Context: an optimization exercise on an open-source flow, tuned for small area, a short achievable clock period and few clock cycles. The choices shown serve that exercise and are no tape-out recipe.
The RTL of this run was laid out without a check of its function.
Power and IR drop assume default switching activity.

## flow/design.v

```verilog
module idea_dec_keygen (
  input  logic         clk,
  input  logic         rst,
  input  logic         start,
  input  logic [127:0] key_in,
  output logic         busy,
  output logic         done,
  output logic         key_valid,
  input  logic [5:0]   rd_addr,
  output logic [15:0]  rd_data
);
  localparam int NU   = 3;          
  localparam int CAP  = 3;          
  localparam int NINV = 18;
  localparam logic [16:0] P = 17'h10001;
  logic [127:0]      key_q;
  logic [51:0][15:0] zi;    
  for (genvar g = 0; g < 7; g++) begin : g_rot
    localparam int A = (25 * g) % 128;
    wire [255:0] di = {key_in, key_in};
    wire [127:0] ri = di[255-A -: 128];
    for (genvar j = 0; j < 8; j++) begin : g_w
      if (8 * g + j < 52) begin : g_v
        assign zi[8*g+j] = ri[127-16*j -: 16];
      end
    end
  end
  function automatic logic [6:0] zoff(input int i);
    zoff = 7'((25 * (i / 8) + 16 * (i % 8)) % 128);
  endfunction
  function automatic int zidx(input int m);
    zidx = (m % 2 == 0) ? 48 - 6 * (m / 2) : 51 - 6 * (m / 2);
  endfunction
  function automatic logic [16:0] ext(input logic [15:0] w);
    ext = {w == 16'd0, w};
  endfunction
  typedef logic [72:0] st_t;
  function automatic logic [2:0] tzc(input logic [16:0] x);   
    tzc = 3'd1;
    if (CAP > 1 && !x[1]) begin
      tzc = 3'd2;
      if (CAP > 2 && !x[2]) begin
        tzc = 3'd3;
        if (CAP > 3 && !x[3]) tzc = 3'd4;
      end
    end
  endfunction
  function automatic st_t kstep(input st_t a);
    logic [16:0] u, v, r, s, x, y;
    logic [4:0]  k;
    logic [17:0] d1, d2;
    logic [16:0] sum;
    logic [2:0]  tx, ty;
    logic        ue, ve, au, bv;
    {u, v, r, s, k} = a;
    d1  = {1'b0, u} - {1'b0, v};
    d2  = {1'b0, v} - {1'b0, u};
    sum = r + s;
    ue  = !u[0];
    ve  = !v[0];
    au  = ue || (!ve && d2[17]);           
    bv  = !ue && (ve || d1[17]);           
    x   = ue ? u : d1[16:0];
    y   = ve ? v : d2[16:0];
    tx  = tzc(x);
    ty  = tzc(y);
    if (au) begin
      u = x >> tx;
      r = ue ? r : sum;
      s = s << tx;
      k = k + 5'(tx);
    end else if (bv) begin
      v = y >> ty;
      s = ve ? s : sum;
      r = r << ty;
      k = k + 5'(ty);
    end
    kstep = {u, v, r, s, k};
  endfunction
  function automatic logic [15:0] fixup(input logic [16:0] r, input logic [4:0] k,
                                        input logic neg);
    logic [4:0]  e;
    logic [31:0] w;
    logic [15:0] hi, lo, x, y;
    logic [16:0] df;
    e  = 5'd0 - k;
    w  = 32'(r) << e[3:0];
    hi = w[31:16];
    lo = w[15:0];
    x  = (e[4] ^ neg) ? hi : lo;
    y  = (e[4] ^ neg) ? lo : hi;
    df = {1'b0, x} - {1'b0, y};
    fixup = df[16] ? 16'(df[15:0] + 16'd1) : df[15:0];
  endfunction
  logic busy_q, done_q, kv_q;
  logic accept;
  assign accept = start && !busy_q && !done_q;
  logic [NU-1:0][72:0] st_q, st_d;
  logic [NU-1:0][4:0]  slot_q;
  logic [NU-1:0]       act_q, term, gnt;
  logic [4:0]          nxt_q;       
  logic [16:0]         opn_q;       
  logic [16:0]         opn_nx;
  logic [15:0]         kwin;        
  logic [NINV-1:0][15:0] inv_q;
  logic                any_g, more, fin;
  logic [16:0]         g_r;
  logic [4:0]          g_k, g_slot;
  logic                g_neg;
  logic                f_val, f_fin, f_neg;
  logic [16:0]         f_r;
  logic [4:0]          f_k, f_slot;
  logic [15:0]         fix;
  always_comb begin
    any_g  = 1'b0;
    g_r    = '0;
    g_k    = '0;
    g_slot = '0;
    g_neg  = 1'b0;
    more   = (nxt_q != 5'(NINV));
    fin    = busy_q && !more;   
    for (int j = 0; j < NU; j++) begin
      term[j] = act_q[j] && (st_q[j][72:56] == 17'd1 || st_q[j][55:39] == 17'd1);
      gnt[j]  = term[j] && !any_g;
      if (gnt[j]) begin
        g_neg  = (st_q[j][72:56] == 17'd1);
        g_r    = g_neg ? st_q[j][38:22] : st_q[j][21:5];
        g_k    = st_q[j][4:0];
        g_slot = slot_q[j];
      end
      any_g = any_g || term[j];
      if (act_q[j] && !gnt[j]) fin = 1'b0;
    end
    fix = fixup(f_r, f_k, f_neg);
    opn_nx = ext(kwin);
    for (int j = 0; j < NU; j++)
      st_d[j] = kstep((gnt[j] && more) ? {P, opn_q, 17'd0, 17'd1, 5'd0} : st_q[j]);
  end
  always_ff @(posedge clk) begin
    if (rst) begin
      busy_q <= 1'b0;
      done_q <= 1'b0;
      kv_q   <= 1'b0;
      act_q  <= '0;
      f_val  <= 1'b0;
      f_fin  <= 1'b0;
    end else begin
      done_q <= 1'b0;
      f_val  <= any_g;
      f_fin  <= fin && any_g;
      if (accept) begin
        busy_q <= 1'b1;
        kv_q   <= 1'b0;
        act_q  <= '1;
      end else begin
        if (f_fin) begin
          busy_q <= 1'b0;
          done_q <= 1'b1;
          kv_q   <= 1'b1;
        end
        for (int j = 0; j < NU; j++)
          if (gnt[j] && !more) act_q[j] <= 1'b0;
      end
    end
  end
  always_ff @(posedge clk) begin
    if (accept && !rst) key_q <= key_in;
    if (accept) begin
      nxt_q <= 5'(NU);
      opn_q <= ext(zi[zidx(NU)]);
    end else if (any_g && more) begin
      nxt_q <= nxt_q + 5'd1;
      opn_q <= opn_nx;
    end
    for (int j = 0; j < NU; j++) begin
      if (accept) begin
        st_q[j]   <= {P, ext(zi[zidx(j)]), 17'd0, 17'd1, 5'd0};
        slot_q[j] <= 5'(j);
      end else begin
        st_q[j] <= st_d[j];
        if (gnt[j]) slot_q[j] <= nxt_q;
      end
    end
    f_r    <= g_r;
    f_k    <= g_k;
    f_neg  <= g_neg;
    f_slot <= g_slot;
    for (int m = 0; m < NINV; m++)
      if (f_val && f_slot == 5'(m) && !rst) inv_q[m] <= fix;
  end
  function automatic int dkz(input int a);
    int r, e, sb;
    bit oe;
    r  = a / 6;
    e  = a % 6;
    sb = 48 - 6 * r;
    oe = (r == 0) || (r == 8);
    case (e)
      1:       dkz = oe ? sb + 1 : sb + 2;
      2:       dkz = oe ? sb + 2 : sb + 1;
      4:       dkz = sb - 2;
      default: dkz = sb - 1;
    endcase
  endfunction
  function automatic logic [64*7-1:0] mk_offs();
    for (int a = 0; a < 64; a++)
      mk_offs[7*a +: 7] = (a < 52 && a % 3 != 0) ? zoff(dkz(a)) : 7'd0;
  endfunction
  function automatic logic [32*7-1:0] mk_opoffs();    
    for (int m = 0; m < 32; m++)
      mk_opoffs[7*m +: 7] = (m + 1 < NINV) ? zoff(zidx(m + 1)) : 7'd0;
  endfunction
  function automatic logic [63:0] mk_neg();
    for (int a = 0; a < 64; a++)
      mk_neg[a] = (a < 52) && (a % 6 == 1 || a % 6 == 2);
  endfunction
  function automatic logic [63:0] mk_key();
    for (int a = 0; a < 64; a++)
      mk_key[a] = (a < 52) && (a % 3 != 0);
  endfunction
  localparam logic [64*7-1:0] OFFS   = mk_offs();
  localparam logic [32*7-1:0] OPOFFS = mk_opoffs();
  localparam logic [63:0]     NEGS   = mk_neg();
  localparam logic [63:0]     KEYS   = mk_key();
  logic [6:0]   off;
  logic [142:0] kext;
  logic [78:0]  s6;
  logic [46:0]  s5;
  logic [30:0]  s4;
  logic [22:0]  s3;
  logic [18:0]  s2;
  logic [16:0]  s1;
  logic [15:0]  inv_rd, rd_raw, rd_data_q;
  assign off  = busy_q ? OPOFFS[7*nxt_q +: 7] : OFFS[7*rd_addr +: 7];
  assign kext = {key_q, key_q[127:113]};
  assign s6   = off[6] ? kext[78:0] : kext[142:64];
  assign s5   = off[5] ? s6[46:0]   : s6[78:32];
  assign s4   = off[4] ? s5[30:0]   : s5[46:16];
  assign s3   = off[3] ? s4[22:0]   : s4[30:8];
  assign s2   = off[2] ? s3[18:0]   : s3[22:4];
  assign s1   = off[1] ? s2[16:0]   : s2[18:2];
  assign kwin = off[0] ? s1[15:0]   : s1[16:1];
  always_comb begin
    inv_rd = '0;
    case (rd_addr)
      6'd0: inv_rd = inv_q[0];
      6'd3: inv_rd = inv_q[1];
      6'd6: inv_rd = inv_q[2];
      6'd9: inv_rd = inv_q[3];
      6'd12: inv_rd = inv_q[4];
      6'd15: inv_rd = inv_q[5];
      6'd18: inv_rd = inv_q[6];
      6'd21: inv_rd = inv_q[7];
      6'd24: inv_rd = inv_q[8];
      6'd27: inv_rd = inv_q[9];
      6'd30: inv_rd = inv_q[10];
      6'd33: inv_rd = inv_q[11];
      6'd36: inv_rd = inv_q[12];
      6'd39: inv_rd = inv_q[13];
      6'd42: inv_rd = inv_q[14];
      6'd45: inv_rd = inv_q[15];
      6'd48: inv_rd = inv_q[16];
      6'd51: inv_rd = inv_q[17];
      default: inv_rd = '0;
    endcase
    rd_raw = KEYS[rd_addr] ? kwin : inv_rd;
  end
  always_ff @(posedge clk)
    rd_data_q <= NEGS[rd_addr] ? 16'd0 - rd_raw : rd_raw;
  assign busy      = busy_q;
  assign done      = done_q;
  assign key_valid = kv_q;
  assign rd_data   = rd_data_q;
endmodule
```

## flow/run.sh

```bash
#!/bin/bash
# synth_recipe.tcl (not shown) runs the flow's synth.tcl, then flattens the netlist and writes it again
# the make line also repeats each setting of config.mk as NAME=value (left out here)
make -C /OpenROAD-flow-scripts/flow DESIGN_CONFIG=/design/flow/config.mk WORK_HOME=/design/flow/orfs CLKGATE_MAP_FILE= SYNTH_SCRIPT=/design/flow/synth_recipe.tcl finish
```

## flow/config.mk

```make
export PLATFORM = sky130hd
export DESIGN_NAME = idea_dec_keygen
export DESIGN_NICKNAME = idea_dec_keygen
export VERILOG_FILES = /design/flow/design.v
export SDC_FILE = /design/flow/constraint.sdc
export NUM_CORES = 4
export LEC_CHECK = 0
export ABC_CLOCK_PERIOD_IN_PS = 5000
export CAP_MARGIN = 20
export CORE_MARGIN = 2
export CORE_UTILIZATION = 40
export SETUP_SLACK_MARGIN = 5
export SLEW_MARGIN = 20
```

## flow/constraint.sdc

```tcl
create_clock -name core_clock -period 12.0 [get_ports {clk}]
set_input_delay 2.4000 -clock core_clock [delete_from_list [all_inputs] [get_ports {clk}]]
set_output_delay 2.4000 -clock core_clock [all_outputs]
set_load 0.01 [all_outputs]
```

==> impl_results.md <==
- Max Slew Vio Count: 0
- Asr flop ratio synth: 0%
- Mapped Area: 48800 um2
- Post-Syn Instances: 5543
- Top-level I/O count: 156
- Final min period: 6.90 ns
- GP Congestion: 0.968
- Hpwl dp: 126000 um
- Top-area cell type share of the netlist area: 26.6%
- Number of enable flip-flop cells after synthesis: 433
- Leading cell type in the layout, fill and taps excluded: nand2_1
- Syn avg cell area: 8.80 um2
- Power Density: 311 nW/um2
- # Max-Cap Violations: 0
- Root Buffer: clkbuf_16
- Crit end category: register
- Sequential area share after synthesis: 38.6%
- Tcrit/Tclk final: 57.5%
- Footprint of the multi-input gates: 27700 um2
- RSZ-0062 raised after global routing: true
- DR WL/cell: 24.7 um
- Layout net count: 5853
- Synth Warn #: 1
- Fmax: 145 MHz
- Pleak: 21.2 nW
- Die Area: 125000 um2
- DRC Markers: 0
- DRT iter0 DRCs: 4730
- Total CTS buffers: 81
- Vias after detailed routing: 43.9k
- H-tree levels: 3
- Mux cell area share after synthesis: 6.95%
- Yosys top cell by area: edfxtp_1
- Worst slew pin tran: 1.09 ns
- Status: complete, no violations
- Largest family of logic cells by synthesized area: compound AO/OA/AOI/OAI gates
- First-pass GRT wire length: 266000 um
- Maximum vdd drop: 249 uV
- # clock sinks: 724
- Yosys cell types: 125
- Area taken by flip-flops and latches: 18800 um2
- Final ANT Viol Nets: 0
- Final Hold Slack: 0.446 ns
- Clock buffer depth: 3
- Critical setup path kind: in2reg
- Routed WL: 178000 um
- Most used DFF post-synth: edfxtp_1
- HP Class: reg2reg
- GRT Total Usage: 27.6%
- Setup ws final: 5.10 ns
- Initial antenna violation count: 9
- Cell Rows: 128
- TritonCTS clock tree: yes
- Final hold violations: 0
- Design Power: 0.0171 W
- Die height: 353 um
- Critical path arrival: 7.43 ns
- Clock Latency Late Sink: 0.72 ns
- Drt first pass iters: 6
- Clk_skew: 0.0560 ns
- Flops & latches, synth: 724
- Commonest cells after routing, fill and taps aside: 632 x nand2_1, 439 x nor2_1, 433 x edfxtp_1
- Setup-failing EPs final: 0
- Req. time, crit path: 12.54 ns
- Synth Area in Simple Gates: 16.1%
- Placed inst area: 51900 um2
- CP Launch Type: input pin
- Ranking of synthesized cells by area: edfxtp_1 27%, dfxtp_1 12%, mux2i_1 5.6%
- Vias per cell: 6.10
- Adder-Cell Fraction of Synth Area: 5.41%
- Chip width: 353 um
- Initial Util: 40.2%
- Proportion of layout cells with a drive suffix above 1: 8.50%
- Compound-gate portion of the synthesized area: 24.1%
- Fillers: 11.8k
- Reg clk slew, reported paths: 0.06 ns
- Final setup TNS: 0 ns
- Core region area: 121000 um2
- Area growth syn-to-layout: 12.8%
- Largest net degree at the start of global routing: 144
- Hold-fix buffers, CTS: 0
- Slew margin rel.: 27.1%
- Vias in the first global route: 40.9k
- Worst Path Max Fanout: 19
- Synth Net Count: 5882
- Grt total ovfl: 0
- IO buf count: 155
- Setup WS pre-CTS: 3.75 ns
- Cell area after layout: 55000 um2
- Xor/xnor share of the synthesized area: 3.18%
-- sequential cells by signal, indices dropped and copies added, names as in the netlist, 5 cells and up --
register	cells
f_r	17
rd_data_q	16
nxt_q	5
f_k	5
key_q	128
opn_q	17
st_q	219
f_slot	5
inv_q	288
slot_q	15
-- per-stage QoR --
step	utilization, %	instances
after global routing	45.3	7204
after floorplan	-	5543
final	45.3	7206
after detailed placement	42.7	7045
after global placement	42.7	7045
after CTS	45.1	7196
-- cells by family after synthesis --
logic type | count (synthesis)
compound gates | 1741
mux | 320
xor+xnor | 177
buf+inv | 680
fa+ha+maj | 202
flops | 724
simple gates | 1699
-- cell usage after synthesis, types with 34 or more instances --
cell type,count
nand2b_1,42
o211ai_1,87
edfxtp_1,433
nor2_1,457
nor3_1,146
clkbuf_1,303
a21oi_1,424
a21o_1,78
nand2_1,636
nand4_1,38
o21ai_0,295
nor4_1,37
ha_1,187
a31oi_1,61
a22o_1,44
xor2_1,78
a22oi_1,95
mux2i_1,272
buf_2,46
xnor2_1,99
mux2_2,34
nand3_1,98
o22ai_1,47
a221oi_1,78
inv_1,270
dfxtp_1,291
and2_1,59
a211oi_1,216
and3_1,37
-- critical path: stages --
cell and delay, ns:
clkdlybuf4s50_1 0.59, inv_1 0.11, ha_2 0.47, nor3b_1 0.08, a2111oi_0 0.48, or4_4 0.29, o21a_4 0.37, nand2_1 0.33
o22ai_1 0.37, nor3_1 0.13, a22o_1 0.25, a211oi_1 0.65, mux2_2 0.31, nor4bb_1 0.23, nand4_1 0.12, o21ai_0 0.21
-- final timing paths --
check	depth (start not counted)	startpoint	to	slack, ns
min	2	slot_q[14]	slot_q[14]	0.45
min reg2reg	2	slot_q[14]	slot_q[14]	0.45
max	16	rd_addr[0]	opn_q[16]	5.10
max reg2reg	23	st_q[56]	st_q[194]	5.22
-- routing by layer --
| metal | part of all wire [%] | up-vias | GRT usage, % |
|---|---|---|---|
| met5 | 0.020 | - | 0 |
| met4 | 2.7 | 6 | 7.06 |
| met3 | 8.2 | 228 | 4.93 |
| met2 | 45 | 1831 | 43.6 |
| met1 | 44 | 21400 | 38.9 |
| li1 | - | 20400 | - |
-- timing repair --
item                                    4_1_cts  5_1_grt
endpoints found under the setup margin      113      187
pin swaps                                     1        8
gates cloned                                  1        2
setup buffers                                 2        5
resized for setup                            19       34
-- layout make-up --
class                      count  area share (%)
antenna                        2         0.00910
clock buffer                 105            3.98
multi-input combinational   4141            50.3
sequential                   724            34.2
tap                         1625            3.70
clock inverter                43            1.10
timing repair buffer         292            4.81
inverter                     274            1.87
-- where the power goes --
| part | total [W] | switching (W) | internal, W |
|---|---|---|---|
| Combinational | 0.0109 | 0.00701 | 0.00387 |
| Clock | 0.00261 | 0.00113 | 0.00148 |
| Sequential | 0.00360 | 0.000318 | 0.00328 |
| Total | 0.0171 | 0.00846 | 0.00864 |

[static timing again, ports no longer ideal]
Ports are ideal in the flow. The routed layout listed here was re-timed in OpenROAD. Step 1 sets driving cells, clkbuf_16 on the clock port and buf_2 on the other inputs (assumed; they add their load-dependent delay and slew). Step 2 times the ports against the registers' clock, not the clock port: input delays grow and output delays shrink by t, the midpoint of the rising clock arrivals with the driver on. Slacks: ideal / step 1 / step 2; pairs: ideal / step 1.
t (ns): 0.765
slack for setup (ns): 5.103 / 5.146 / 4.381
pins driven straight from the clock port: 1
After both steps setup and hold are still met in this run. For this run, drivers alone change the setup slack by +0.043 ns; drivers and shift together by -0.722 ns.
